What follows belongs to an exercise in optimizing a design on an open flow for small area, a short achievable clock period and few clock cycles per item; a production flow would make more cautious choices. No activity file was given, so power comes from the tool's default toggle rates.

v6:
## sobel_stream_filter
module sobel_stream_filter #(
  parameter int IMG_W  = 256,
  parameter int IMG_H  = 256,
  parameter int CH_W   = 8
) (
  input  logic                i_clk,
  input  logic                i_rst,
  input  logic                rgb_vld,
  input  logic [3*CH_W-1:0]   rgb_data,
  output logic                rgb_busy,
  output logic                result_vld,
  output logic [3*CH_W-1:0]   result_data,
  input  logic                result_busy
);
Settings: LEC_CHECK=0, CAP_MARGIN=20, CORE_MARGIN=2, CORE_UTILIZATION=65, CTS_BUF_LIST=sky130_fd_sc_hd__clkbuf_16, CTS_CLUSTER_DIAMETER=60, CTS_CLUSTER_SIZE=30, PLACE_DENSITY=0.75, SETUP_SLACK_MARGIN=5, SLEW_MARGIN=20; clock period 8.0 ns.
run.sh (not shown) runs the stock make flow with config.mk's settings and CLKGATE_MAP_FILE= SYNTH_SCRIPT=/design/flow/synth_recipe.tcl, a recipe that flattens the netlist after the stock synthesis.
Inputs modified between v6 and v7:
==> flow/flow/run.sh (new file) <==
#!/bin/bash
# The standard layout, with clock tree synthesis told not to add dummy
# loads (the clock tree is otherwise as the flow settings ask).
set -euo pipefail
export CTS_ARGS="-sink_clustering_enable -repair_clock_nets -sink_clustering_size 36 -sink_clustering_max_diameter 50 -buf_list sky130_fd_sc_hd__clkbuf_16 -dont_use_dummy_load"
bash standard.sh > standard.log 2>&1
==> flow/standard.sh (new file) <==
#!/bin/bash
# synth_recipe.tcl (not shown) runs the flow's synth.tcl, then flattens the netlist and writes it again
# the make line also repeats each setting of config.mk as NAME=value (left out here)
make -C /OpenROAD-flow-scripts/flow DESIGN_CONFIG=/design/flow/config.mk WORK_HOME=/design/flow/orfs CLKGATE_MAP_FILE= SYNTH_SCRIPT=/design/flow/synth_recipe.tcl "${@:-finish}"
--- a/flow/config.mk
+++ b/flow/config.mk
@@ -8,9 +8,9 @@
 export CAP_MARGIN = 20
 export CORE_MARGIN = 2
-export CORE_UTILIZATION = 65
+export CORE_UTILIZATION = 80
 export CTS_BUF_LIST = sky130_fd_sc_hd__clkbuf_16
-export CTS_CLUSTER_DIAMETER = 60
-export CTS_CLUSTER_SIZE = 30
-export PLACE_DENSITY = 0.75
+export CTS_CLUSTER_DIAMETER = 50
+export CTS_CLUSTER_SIZE = 36
+export PLACE_DENSITY = 0.9
 export SETUP_SLACK_MARGIN = 5
 export SLEW_MARGIN = 20
removed: flow/run.sh
==> run notes <==
Status(v7) = ERROR, stage = clock tree synthesis (4_1_cts)
Initial standard-cell utilization of the core in v7 is 15 points above v6.
v7 vs. v6: cell area reported after detailed placement went down by 530 um^2.
Higher number of cells upsized or downsized after cts among v6 and v7: v7
Diff v6..v7 | H-tree depth reported by CTS | unchanged
v7 against v6; horizontal die dimension is down by a little under 10%.
Against v6, v7 reports a final HPWL from detailed placement that is higher.
As far as adder and majority gate portion of the synthesized area goes, v6 and v7 are indistinguishable; the numbers are identical.
No run of this note included a check of the RTL's function; only the layout flow was run.

---

lane 1:
Starting RTL as in the previous note.
==> flow/design.v (excerpt) <==
module sobel_stream_filter #(
  parameter int IMG_W  = 256,
  parameter int IMG_H  = 256,
  parameter int CH_W   = 8
) (
  input  logic                i_clk,
  input  logic                i_rst,
  input  logic                rgb_vld,
  input  logic [3*CH_W-1:0]   rgb_data,
  output logic                rgb_busy,
  output logic                result_vld,
  output logic [3*CH_W-1:0]   result_data,
  input  logic                result_busy
);
clock: 8.0 ns
lec_check: 0
abc_clock_period_in_ps: 2500
cap_margin: 20
core_margin: 2
core_utilization: 65
cts_buf_list: sky130_fd_sc_hd__clkbuf_16
cts_cluster_diameter: 60
cts_cluster_size: 30
place_density: 0.75
setup_slack_margin: 5
slew_margin: 20
standard.sh (not shown) runs the stock make flow with config.mk's settings and CLKGATE_MAP_FILE= SYNTH_SCRIPT=/design/flow/synth_recipe.tcl, a recipe that flattens the netlist after the stock synthesis.
==> flow/flow/run.sh <==
#!/bin/bash
# The standard layout, with clock tree synthesis told not to add dummy
# loads (the clock tree is otherwise as the flow settings ask).
set -euo pipefail
export CTS_ARGS="-sink_clustering_enable -repair_clock_nets -sink_clustering_size 30 -sink_clustering_max_diameter 60 -buf_list sky130_fd_sc_hd__clkbuf_16 -dont_use_dummy_load"
bash standard.sh > standard.log 2>&1
Changes in lane 2 relative to lane 1:
# lane 1
export LEC_CHECK = 0
export ABC_CLOCK_PERIOD_IN_PS = 2500
export CAP_MARGIN = 20
export CORE_MARGIN = 2
export CORE_UTILIZATION = 65
export CTS_BUF_LIST = sky130_fd_sc_hd__clkbuf_16
export CTS_CLUSTER_DIAMETER = 60
export CTS_CLUSTER_SIZE = 30
export PLACE_DENSITY = 0.75
export SETUP_SLACK_MARGIN = 5
export SLEW_MARGIN = 20
create_clock -name core_clock -period 8.0 [get_ports {i_clk}]
# lane 2
export LEC_CHECK = 0
export CAP_MARGIN = 20
export CORE_MARGIN = 2
export CORE_UTILIZATION = 65
export CTS_BUF_LIST = sky130_fd_sc_hd__clkbuf_16
export CTS_CLUSTER_DIAMETER = 60
export CTS_CLUSTER_SIZE = 30
export PLACE_DENSITY = 0.75
export SETUP_SLACK_MARGIN = 5
export SLEW_MARGIN = 20
create_clock -name core_clock -period 8.0 [get_ports {i_clk}]
-- flow/flow/run.sh --
<<< lane 1, line 5
export CTS_ARGS="-sink_clustering_enable -repair_clock_nets -sink_clustering_size 30 -sink_clustering_max_diameter 60 -buf_list sky130_fd_sc_hd__clkbuf_16 -dont_use_dummy_load"
>>> lane 2, line 5
export CTS_ARGS="-sink_clustering_enable -repair_clock_nets -sink_clustering_size 20 -sink_clustering_max_diameter 40 -buf_list sky130_fd_sc_hd__clkbuf_8 -dont_use_dummy_load"
## What came out
- On sequential power, lane 2 and lane 1 are basically level.
- Compared with lane 1, final layout net count in lane 2 increased by a few percent.
- Final cell area excluding filler cells: lane 2 vs lane 1, no meaningful difference
- Lane 1 -> lane 2: total number of sequential cells delta 0, exact match
- [lane 2] pin slew with the least headroom to its limit rose 310 ps relative to lane 1
- Delta (lane 2 minus lane 1): maximum clock rate fell about 3.5%; total wirelength of the detailed-routed design went down 7.2%.
No run of this note included a check of the RTL's function; only the layout flow was run.

==> re-timing with driven ports <==
Ports are ideal in the flow. The routed layouts listed here were re-timed in OpenROAD. Step 1 (the two cells are an assumption about what drives the block):
set clk [get_ports {i_clk}]
set_driving_cell -lib_cell sky130_fd_sc_hd__clkbuf_16 $clk
set_driving_cell -lib_cell sky130_fd_sc_hd__buf_2 [delete_from_list [all_inputs] $clk]
Step 2 times the ports against the registers' clock, not the clock port: input delays grow and output delays shrink by t, the midpoint of the rising clock arrivals with the driver on. Three values: ideal ports, drivers, drivers and shift; two values: the first two.
run | t, ns | slack for setup (ns) | worst setup path after step 2
v6 | 0.883 | 4.991 / 4.933 / 4.281 | input to register
lane 1 | 0.848 | 5.018 / 4.941 / 4.305 | input to register
lane 2 | 1.029 | 4.909 / 4.833 / 4.089 | input to register
After both steps setup and hold are still met in every run listed. For lane 2, which loses most, drivers alone change the setup slack by -0.076 ns; drivers and shift together by -0.820 ns.
